This is an optimization exercise on Yosys and OpenROAD, whose aim is small area, a short achievable clock period and few clock cycles per item, not a production implementation.
In this exercise RTL edits were held to simulation tests only and were not proved equivalent to the original.

== alpha ==
==> flow/design.v (excerpt) <==
module inclusive_day_count_between_dates #(
	parameter int unsigned MAX_YEAR = 9999
) (
	input  logic        clk,
	input  logic        arst_n,
	input  logic        dates_valid,
	output logic        dates_ready,
	input  logic [4:0]  dates_start_day,
	input  logic [3:0]  dates_start_month,
	input  logic [13:0] dates_start_year,
	input  logic [4:0]  dates_end_day,
	input  logic [3:0]  dates_end_month,
	input  logic [13:0] dates_end_year,
	output logic        result_valid,
	input  logic        result_ready,
	output logic [21:0] result_day_count,
	output logic        result_order_error
);
==> flow/config.mk <==
export PLATFORM = sky130hd
export DESIGN_NAME = inclusive_day_count_between_dates
export DESIGN_NICKNAME = inclusive_day_count_between_dates
export VERILOG_FILES = /design/flow/design.v
export SDC_FILE = /design/flow/constraint.sdc
export NUM_CORES = 4
export LEC_CHECK = 0
export CAP_MARGIN = 20
export CORE_MARGIN = 2
export CORE_UTILIZATION = 40
export CTS_BUF_LIST = sky130_fd_sc_hd__clkbuf_8
export SETUP_SLACK_MARGIN = 4.2
export SLEW_MARGIN = 20
export SYNTH_HIERARCHICAL = 1
==> flow/constraint.sdc <==
create_clock -name core_clock -period 10.0 [get_ports {clk}]
set_input_delay 2.0000 -clock core_clock [delete_from_list [all_inputs] [get_ports {clk}]]
set_output_delay 2.0000 -clock core_clock [all_outputs]
set_load 0.01 [all_outputs]
standard.sh (not shown) runs the stock make flow with config.mk's settings and CLKGATE_MAP_FILE= SYNTH_SCRIPT=/design/flow/synth_recipe.tcl, a recipe that flattens the netlist after the stock synthesis.
==> flow/flow/run.sh <==
#!/bin/bash
# The standard layout (the standard.sh, unchanged synthesis), with the
# port buffers made from the smallest buffer cell instead of the default
# choice; the resizer still upsizes them where timing needs it. ORFS writes
# each step's full log under orfs/logs; make's own output goes to
# standard.log.
set -uo pipefail
bash standard.sh "BUFFER_PORTS_ARGS=-buffer_cell sky130_fd_sc_hd__buf_1" finish > standard.log 2>&1
alpha: no failed stages, no open violations at the end
Testbench counts of alpha, summed over its fixed seeds: cycles 3,216, items 3,200.
--- input diff alpha..beta ---
Settings: SETUP_SLACK_MARGIN now 4.6, was 4.2.
On overall routed net length: beta sits above alpha.
In the tables for alpha and beta, ratio of final minimum period to clock period reads lower with beta.
alpha reports its type of the worst setup path as flop to flop while beta reports input port to flop.
Relative to alpha, the routed metal-1 wirelength of beta is higher by 1.8%.
Changes observed in beta relative to alpha: via count went up.
#### Input delta (gamma over beta)
Settings: CORE_UTILIZATION changed from 40 to 65; SETUP_SLACK_MARGIN changed from 4.6 to 5; PLACE_DENSITY newly set to 0.75.
--- outcome ---
Compared to beta, the router laid down more metal wire for gamma.
Die height: gamma vs beta down 21%
[compare] base=beta new=gamma: sequential cell area share shrank by 0.27 points; worst setup slack shows an increase of 0.11 ns.
gamma vs beta: global-route usage up
Setup changes, gamma to delta
Settings: GPL_TIMING_DRIVEN: unset -> 1; CORE_UTILIZATION: 65 -> 40; PLACE_DENSITY: 0.75 -> unset.
Findings:
Diff gamma -> delta: final critical delay including setup and external delays now smaller; global-route wire length before repair now smaller. delta ends up with a total length of routed met2 wires that is 15% lower than in gamma. Clock-pin slew on the worst setup and hold paths: gamma vs delta — no meaningful difference. Die area deteriorates in delta relative to gamma. gamma → delta: die span in y now larger, sum of routed wire length over all layers decreased about 6%, count of input and output buffers has remained practically unchanged.

* * *

inclusive_day_count_between_dates, a different RTL version from the one above (not shown whole).
For scale: roughly 860 cells after synthesis, ~68 flip-flops, ~10000 um2 of cells after synthesis.
Settings: LEC_CHECK=0, CAP_MARGIN=20, CORE_MARGIN=2, CORE_UTILIZATION=40, CTS_BUF_LIST=sky130_fd_sc_hd__clkbuf_4 sky130_fd_sc_hd__clkbuf_8, SETUP_SLACK_MARGIN=5, SLEW_MARGIN=20, SYNTH_HIERARCHICAL=1; clock period 10.0 ns.
Scripts as last shown in full above: flow/flow/run.sh
The first run completed with no timing, DRC or antenna violations.
Testbench counts at the start, summed over its fixed seeds: cycles 3,216, items 3,200.
==> next run, changes <==
CTS_BUF_LIST = sky130_fd_sc_hd__clkbuf_8   (was sky130_fd_sc_hd__clkbuf_4 sky130_fd_sc_hd__clkbuf_8)
Effect:
- The new run produced a clean layout
- setup slack stays the same
- maximum frequency does not change
- routed wire length is unchanged
- critical path depth stays the same
- count of clock-buffer cells in the layout is unchanged
- clock skew is unchanged
- hold slack is unchanged
- design area is unchanged

* * *

inclusive_day_count_between_dates, a different RTL version from the one above (not shown whole).
Size: about 840 cells after synthesis, roughly 68 flip-flops, roughly 0.0095 sq mm of cells after synthesis.
==> flow/design.v (excerpt) <==
module inclusive_day_count_between_dates #(
	parameter int unsigned MAX_YEAR = 9999
) (
	input  logic        clk,
	input  logic        arst_n,
	input  logic        dates_valid,
	output logic        dates_ready,
	input  logic [4:0]  dates_start_day,
	input  logic [3:0]  dates_start_month,
	input  logic [13:0] dates_start_year,
	input  logic [4:0]  dates_end_day,
	input  logic [3:0]  dates_end_month,
	input  logic [13:0] dates_end_year,
	output logic        result_valid,
	input  logic        result_ready,
	output logic [21:0] result_day_count,
	output logic        result_order_error
);
	logic en1;
	logic en2;
	idc_controller u_ctrl (
		.clk       (clk),
		.arst_n    (arst_n),
		.in_valid  (dates_valid),
		.in_ready  (dates_ready),
		.out_valid (result_valid),
		.out_ready (result_ready),
		.en1       (en1),
		.en2       (en2)
	);
	idc_datapath u_dp (
		.clk         (clk),
		.en1         (en1),
		.en2         (en2),
		.s_day       (dates_start_day),
		.s_month     (dates_start_month),
		.s_year      (dates_start_year),
		.e_day       (dates_end_day),
		.e_month     (dates_end_month),
		.e_year      (dates_end_year),
		.day_count   (result_day_count),
		.order_error (result_order_error)
	);
endmodule
export LEC_CHECK = 0
export CAP_MARGIN = 20
export CORE_MARGIN = 2
export CORE_UTILIZATION = 40
export CTS_BUF_LIST = sky130_fd_sc_hd__clkbuf_16
export SETUP_SLACK_MARGIN = 5
export SLEW_MARGIN = 20
export SYNTH_HIERARCHICAL = 1
create_clock -name core_clock -period 10.0 [get_ports {clk}]
Scripts as last shown in full above: flow/flow/run.sh
Testbench counts at the start, summed over its fixed seeds: cycles 3,216, items 3,200.
Then changed:
- CTS_BUF_LIST: sky130_fd_sc_hd__clkbuf_16 -> sky130_fd_sc_hd__clkbuf_8
- HOLD_SLACK_MARGIN: not set -> 0
- TNS_END_PERCENT: not set -> 100
The new run produced a clean layout.
Global-route usage barely changes.
Final area decreases by 0.97%.
Clock skew came out higher by 0.0048 ns.
Routed wire length stays flat.
Die area is unchanged.
Critical path depth does not change.
Final cell count stays the same.
Register-to-register slack is about the same.
Via count rises by 0.52%.
Setup slack gains 0.0060 ns.

-- afterwards: timing with drivers on the ports --
The flow's constraints put no driver on any port. The routed layouts listed below were extracted and timed again, unchanged, in two steps.
Step 1 assumes that a clkbuf_16 drives the clock port and a buf_2 every other input.
Step 2 also shifts input and output timing later by t, the mid clock arrival at the registers, as if the neighbouring blocks saw the same clock.
a / b / c = no drivers / after step 1 / after step 2; a / b = the first two.
| run | t, ns | setup WS [ns] | hold slack, ns | worst setup path after step 2 | worst slew at a driven data input, ns |
|---|---|---|---|---|---|
| alpha | 0.400 | 4.640 / 4.640 / 4.348 | 0.513 / 0.513 / 0.513 | input to register | 0.03 |
| beta | 0.400 | 4.736 / 4.752 / 4.352 | 0.513 / 0.513 / 0.513 | input to register | 0.03 |
| gamma | 0.386 | 4.847 / 4.847 / 4.684 | 0.563 / 0.563 / 0.563 | input to register | 0.04 |
| delta | 0.387 | 5.012 / 5.012 / 4.708 | 0.551 / 0.551 / 0.551 | input to register | 0.04 |
| the first run of note 2 | 0.388 | 4.999 / 5.002 / 4.614 | 0.553 / 0.553 / 0.553 | input to register | 0.07 |
| the second run of note 2 | 0.388 | 4.999 / 5.002 / 4.614 | 0.553 / 0.553 / 0.553 | input to register | 0.07 |
| the first run of note 3 | 0.367 | 5.016 / 5.016 / 4.709 | 0.544 / 0.544 / 0.544 | input to register | 0.04 |
| the second run of note 3 | 0.390 | 5.022 / 5.022 / 4.721 | 0.548 / 0.548 / 0.548 | input to register | 0.04 |
After both steps setup and hold are still met in every run listed.
